From an optimization exercise on the open Yosys and OpenROAD flow, aimed at small area, a short achievable clock period and few clock cycles per item; shortcuts taken in it are not production practice.
At most, simulation tests tie the RTL to the original design; equivalence was not proved.
Power figures rest on the tool's default switching activity, not on a simulated workload.

// qkv_top
module qkv_top #(
	parameter int num_proj = 3
) (
	input  logic        clk,
	input  logic        reset_n,
	input  logic        dut_valid,
	output logic        dut_ready,
	output logic [15:0] input_read_address,
	input  logic [31:0] input_read_data,
	output logic [15:0] weight_read_address,
	input  logic [31:0] weight_read_data,
	output logic        result_write_enable,
	output logic [15:0] result_write_address,
	output logic [31:0] result_write_data
);
For scale: ~2700 cells after synthesis, roughly 530 flip-flops, about 150 I/O pins.
clock: 9.0 ns
lec_check: 0
cap_margin: 20
core_margin: 2
core_utilization: 40
slew_margin: 20
synth_hierarchical: 1
synth_minimum_keep_size: 0
setup_slack_margin: 6
buffer_ports_args: -buffer_cell sky130_fd_sc_hd__buf_2
cts_args: -sink_clustering_enable -repair_clock_nets -dont_use_dummy_load
standard.sh (not shown) runs the stock make flow with config.mk's settings and CLKGATE_MAP_FILE= SYNTH_SCRIPT=/design/flow/synth_recipe.tcl, a recipe that flattens the netlist after the stock synthesis.
==> flow/flow/run.sh <==
#!/bin/bash
set -e
MARGIN=6
cat >> config.mk <<EOS
export SETUP_SLACK_MARGIN = $MARGIN
export BUFFER_PORTS_ARGS = -buffer_cell sky130_fd_sc_hd__buf_2
export CTS_ARGS = -sink_clustering_enable -repair_clock_nets -dont_use_dummy_load
EOS
bash standard.sh > standard.log 2>&1
Testbench counts at the start, summed over its fixed seeds: cycles 54,315, macs 53,547.
Next try:
--- a/flow/flow/run.sh
+++ b/flow/flow/run.sh
@@ -7 +7 @@
-export CTS_ARGS = -sink_clustering_enable -repair_clock_nets -dont_use_dummy_load
+export CTS_ARGS = -sink_clustering_enable -repair_clock_nets -dont_use_dummy_load -sink_clustering_size 30 -sink_clustering_max_diameter 60
- CTS_ARGS: -sink_clustering_enable -repair_clock_nets -dont_use_dummy_load -> -sink_clustering_enable -repair_clock_nets -dont_use_dummy_load -sink_clustering_size 30 -sink_clustering_max_diameter 60
Hold slack improves by 0.0089 ns.
Setup slack improves by 0.0052 ns.
Final area shrinks by 1.4%.
Total power shrinks by 3.0%.
Next try:
==> flow/flow/run.sh (replaced) <==
#!/bin/bash
set -e
MARGIN=6
cat >> config.mk <<EOS
export SETUP_SLACK_MARGIN = $MARGIN
export BUFFER_PORTS_ARGS = -buffer_cell sky130_fd_sc_hd__buf_2
export CTS_ARGS = -sink_clustering_enable -repair_clock_nets -dont_use_dummy_load -sink_clustering_size 40 -sink_clustering_max_diameter 80
EOS
bash standard.sh > standard.log 2>&1
- CTS_ARGS: -sink_clustering_enable -repair_clock_nets -dont_use_dummy_load -sink_clustering_size 30 -sink_clustering_max_diameter 60 -> -sink_clustering_enable -repair_clock_nets -dont_use_dummy_load -sink_clustering_size 40 -sink_clustering_max_diameter 80
Synthesized area is unchanged.
Die area is unchanged.
Setup slack gains 0.012 ns.
Cell count stays flat.
Routed wire length barely changes.
Synthesized cell count is unchanged.

* * *

qkv_top, a different RTL version from the one above (not shown whole).
Size in the first run: roughly 150 I/O pins, ~30,000 um^2 of cells after synthesis.
export LEC_CHECK = 0
export CAP_MARGIN = 20
export CORE_MARGIN = 2
export CORE_UTILIZATION = 40
export SLEW_MARGIN = 20
export SYNTH_HIERARCHICAL = 1
export SYNTH_MINIMUM_KEEP_SIZE = 0
export SETUP_SLACK_MARGIN = 6
export BUFFER_PORTS_ARGS = -buffer_cell sky130_fd_sc_hd__buf_2
export CTS_ARGS = -sink_clustering_enable -repair_clock_nets -dont_use_dummy_load
create_clock -name core_clock -period 9.0 [get_ports {clk}]
==> flow/flow/run.sh <==
#!/bin/bash
set -e
MARGIN=6
cat >> config.mk <<EOS
export SETUP_SLACK_MARGIN = $MARGIN
export BUFFER_PORTS_ARGS = -buffer_cell sky130_fd_sc_hd__buf_2
export CTS_ARGS = -sink_clustering_enable -repair_clock_nets -dont_use_dummy_load
EOS
bash standard.sh > standard.log 2>&1
Rerun with:
==> flow/flow/run.sh (replaced) <==
#!/bin/bash
set -e
MARGIN=6
cat >> config.mk <<EOS
export SETUP_SLACK_MARGIN = $MARGIN
export BUFFER_PORTS_ARGS = -buffer_cell sky130_fd_sc_hd__buf_2
export CTS_ARGS = -sink_clustering_enable -repair_clock_nets -dont_use_dummy_load -sink_clustering_size 30 -sink_clustering_max_diameter 60
EOS
bash standard.sh > standard.log 2>&1
Settings changed: CTS_ARGS -sink_clustering_enable -repair_clock_nets -dont_use_dummy_load to -sink_clustering_enable -repair_clock_nets -dont_use_dummy_load -sink_clustering_size 30 -sink_clustering_max_diameter 60.
After rerunning:
- die area is unchanged
- synthesized cell count does not change
- global-route usage falls by 0.14 points
Rerun with:
==> flow/flow/run.sh (replaced) <==
#!/bin/bash
set -e
MARGIN=6
echo "export SETUP_SLACK_MARGIN = $MARGIN" >> config.mk
bash standard.sh > standard.log 2>&1
Settings changed: BUFFER_PORTS_ARGS -buffer_cell sky130_fd_sc_hd__buf_2 to default, CTS_ARGS -sink_clustering_enable -repair_clock_nets -dont_use_dummy_load -sink_clustering_size 30 -sink_clustering_max_diameter 60 to default.
Non-clock buffer count climbs by 30. Worst setup slack is worse by 0.020 ns. Die area stays the same. Global-route usage climbs by 0.45 points. Synthesized area does not change.
No functional check of the RTL was part of any run of this note.

* * *

run 1:
qkv_top, a different RTL version from the one above (not shown whole).
Size in the first run: ~2,800 cells after synthesis, roughly 150 I/O pins.
clock: 9.0 ns
lec_check: 0
cap_margin: 20
core_margin: 2
core_utilization: 40
slew_margin: 20
synth_hierarchical: 1
synth_minimum_keep_size: 0
setup_slack_margin: 6
==> flow/flow/run.sh <==
#!/bin/bash
set -e
MARGIN=6
echo "export SETUP_SLACK_MARGIN = $MARGIN" >> config.mk
bash standard.sh > standard.log 2>&1
Every stage of the flow completed for run 1, and the final layout passed the timing, DRC and antenna checks.
Testbench counts of run 1, summed over its fixed seeds: cycles 54,315, macs 53,547.
For run 2, these inputs were changed with respect to run 1:
Settings: changing CORE_UTILIZATION from 40 to 60; setting PLACE_DENSITY to 0.72 for the first time.
Findings:
When the final numbers for run 2 and run 1 were put side by side, the non-clock buffer count turned out to be smaller in run 2.
Per the comparison of run 2 with run 1, via count rose by 354; worst clock skew essentially unchanged; area overhead of the layout relative to synthesis down 1.1 points; leakage power figure fell 0.000087 uW.
Run 1 reports its library cell contributing the largest single delay on the critical path as sky130_fd_sc_hd__fa_1 while run 2 reports sky130_fd_sc_hd__dfxtp_2.
Run 2 vs run 1, pin count of the biggest net entering global routing went down by 1.
Diff run 2..run 1 | gate count of the mapped netlist | unchanged
Run 2: global routing usage on met2 higher than run 1
Where worst hold slack across all endpoints is concerned, run 1 is outperformed by run 2.
What run 3 does differently from run 2 at the input level:
Settings: SETUP_SLACK_MARGIN: 6 -> 6.25; PLACE_DENSITY: 0.72 -> unset; CORE_UTILIZATION: 60 -> 40.
-- flow/flow/run.sh --
<<< run 2, line 3
MARGIN=6
>>> run 3, line 3
MARGIN=6.25
## What came out
[run 3] final setup slack of the worst path rose 0.13 ns relative to run 2
Diff run 2 -> run 3: routed wire length higher, power shows an increase of 3.1%.
Taking run 2 as the reference, in run 3 simple logic cell fraction of the synthesized area ~0 delta; final period demand of the worst path -0.13 ns; combinational cell fraction of total power +1.2 points.
Run 3 ended with more final-layout clock buffer total than run 2.
Between run 3 and run 2, the proportion of power drawn by the clock network does not differ in any meaningful way.
NOTE power attributed to the clock group run 2->run 3 increased by a few percent
> inputs changed (run 3 -> run 4)
Settings: SETUP_SLACK_MARGIN: 6.25 -> 6; CTS_BUF_LIST: unset -> sky130_fd_sc_hd__clkbuf_4.
-- flow/flow/run.sh --
<<< run 3, line 3
MARGIN=6.25
>>> run 4, line 3
MARGIN=6
[summary]
- Run 3 | status: complete | timing, DRC, antenna: pass
- Run 4 finished end to end and its layout was clean on timing, DRC and antenna.
- Cell area went down by a few percent going from run 3 to run 4.
- Wire: run 4 routes less than run 3
- Taking run 3 over run 4, the total power ratio works out to 1.06.
- Relative to run 3, run 4 degrades worst setup slack.

* * *

Another version of the RTL of qkv_top (not shown whole).
Size in the first run: about 2,700 cells after synthesis, about 510 flip-flops, ~150 I/O pins, about 30,000 um2 of cells after synthesis.
Design qkv_top, start of the top module:
module qkv_top #(
	parameter int num_proj = 3
) (
	input  logic        clk,
	input  logic        reset_n,
	input  logic        dut_valid,
	output logic        dut_ready,
	output logic [15:0] input_read_address,
	input  logic [31:0] input_read_data,
	output logic [15:0] weight_read_address,
	input  logic [31:0] weight_read_data,
	output logic        result_write_enable,
	output logic [15:0] result_write_address,
	output logic [31:0] result_write_data
);
==> flow/config.mk <==
export PLATFORM = sky130hd
export DESIGN_NAME = qkv_top
export DESIGN_NICKNAME = qkv_top
export VERILOG_FILES = /design/flow/design.v
export SDC_FILE = /design/flow/constraint.sdc
export NUM_CORES = 4
export LEC_CHECK = 0
export CAP_MARGIN = 20
export CORE_MARGIN = 2
export CORE_UTILIZATION = 40
export SLEW_MARGIN = 20
export SYNTH_HIERARCHICAL = 1
export SYNTH_MINIMUM_KEEP_SIZE = 0
export SETUP_SLACK_MARGIN = 6
export BUFFER_PORTS_ARGS = -buffer_cell sky130_fd_sc_hd__buf_2
export CTS_ARGS = -sink_clustering_enable -repair_clock_nets -dont_use_dummy_load -sink_clustering_size 30 -sink_clustering_max_diameter 60
==> flow/constraint.sdc <==
create_clock -name core_clock -period 9.0 [get_ports {clk}]
set_input_delay 1.8000 -clock core_clock [delete_from_list [all_inputs] [get_ports {clk}]]
set_output_delay 1.8000 -clock core_clock [all_outputs]
set_load 0.01 [all_outputs]
==> flow/flow/run.sh <==
#!/bin/bash
set -e
MARGIN=6
cat >> config.mk <<EOS
export SETUP_SLACK_MARGIN = $MARGIN
export BUFFER_PORTS_ARGS = -buffer_cell sky130_fd_sc_hd__buf_2
export CTS_ARGS = -sink_clustering_enable -repair_clock_nets -dont_use_dummy_load -sink_clustering_size 30 -sink_clustering_max_diameter 60
EOS
bash standard.sh > standard.log 2>&1
The baseline produced a clean layout.
Testbench counts at the start, summed over its fixed seeds: cycles 54,315, macs 53,547.
==> next run, changes <==
--- a/flow/flow/run.sh
+++ b/flow/flow/run.sh
@@ -7,3 +7,3 @@
 export CTS_ARGS = -sink_clustering_enable -repair_clock_nets -dont_use_dummy_load -sink_clustering_size 30 -sink_clustering_max_diameter 60
 EOS
-bash standard.sh > standard.log 2>&1
+bash standard.sh MATCH_CELL_FOOTPRINT=0 finish > standard.log 2>&1
The new run completed with no timing, DRC or antenna violations.
Non-clock buffer count does not change.
Worst hold slack stays the same.
Clock-buffer cell count stays the same.
Design area stays the same.
Worst setup slack does not change.

static timing again, ports no longer ideal:
In the flow no input, the clock included, has a driving cell. The finished layouts below were timed again as built, in two steps. Step 1 (the two cells are an assumption about what drives the block):
set clk [get_ports {clk}]
set_driving_cell -lib_cell sky130_fd_sc_hd__clkbuf_16 $clk
set_driving_cell -lib_cell sky130_fd_sc_hd__buf_2 [delete_from_list [all_inputs] $clk]
Step 2 also shifts input and output timing later by t, the mid clock arrival at the registers, as if the neighbouring blocks saw the same clock. Slacks: ideal ports / drivers / drivers and shift; pairs: ideal ports / drivers.
| run | t, ns | slack for setup (ns) | hold WS [ns] | worst register clock-pin slew, ns | pins driven straight from the clock port |
|---|---|---|---|---|---|
| the first run of note 1 | 0.669 | 6.035 / 5.972 / 5.750 | 0.326 / 0.326 / 0.326 | 0.06 / 0.06 | 1 |
| the second run of note 1 | 0.640 | 6.041 / 5.978 / 5.747 | 0.334 / 0.334 / 0.334 | 0.10 / 0.10 | 1 |
| the third run of note 1 | 0.619 | 6.053 / 5.989 / 5.758 | 0.329 / 0.329 / 0.329 | 0.12 / 0.12 | 1 |
| the first run of note 2 | 0.667 | 5.916 / 5.916 / 5.745 | 0.325 / 0.325 / 0.325 | 0.06 / 0.06 | 1 |
| the second run of note 2 | 0.632 | 6.003 / 5.960 / 5.749 | 0.328 / 0.328 / 0.328 | 0.10 / 0.10 | 1 |
| the third run of note 2 | 0.681 | 5.982 / 5.921 / 5.414 | 0.326 / 0.326 / 0.326 | 0.07 / 0.07 | 1 |
| run 1 | 0.690 | 5.997 / 5.985 / 5.459 | 0.326 / 0.326 / 0.326 | 0.07 / 0.07 | 1 |
| run 2 | 0.674 | 5.909 / 5.909 / 5.518 | 0.333 / 0.333 / 0.333 | 0.06 / 0.06 | 1 |
| run 3 | 0.711 | 6.041 / 5.974 / 5.626 | 0.325 / 0.325 / 0.325 | 0.06 / 0.06 | 1 |
| run 4 | 1.014 | 5.700 / 5.634 / 5.438 | 0.334 / 0.334 / 0.334 | 0.07 / 0.07 | 1 |
| the first run of note 4 | 0.642 | 6.037 / 5.976 / 6.093 | 0.322 / 0.322 / 0.322 | 0.10 / 0.10 | 1 |
| the second run of note 4 | 0.642 | 6.037 / 5.976 / 6.093 | 0.322 / 0.322 / 0.322 | 0.10 / 0.10 | 1 |
After both steps setup and hold are still met in every run listed. For the third run of note 2, which loses most, drivers alone change the setup slack by -0.061 ns; drivers and shift together by -0.568 ns.
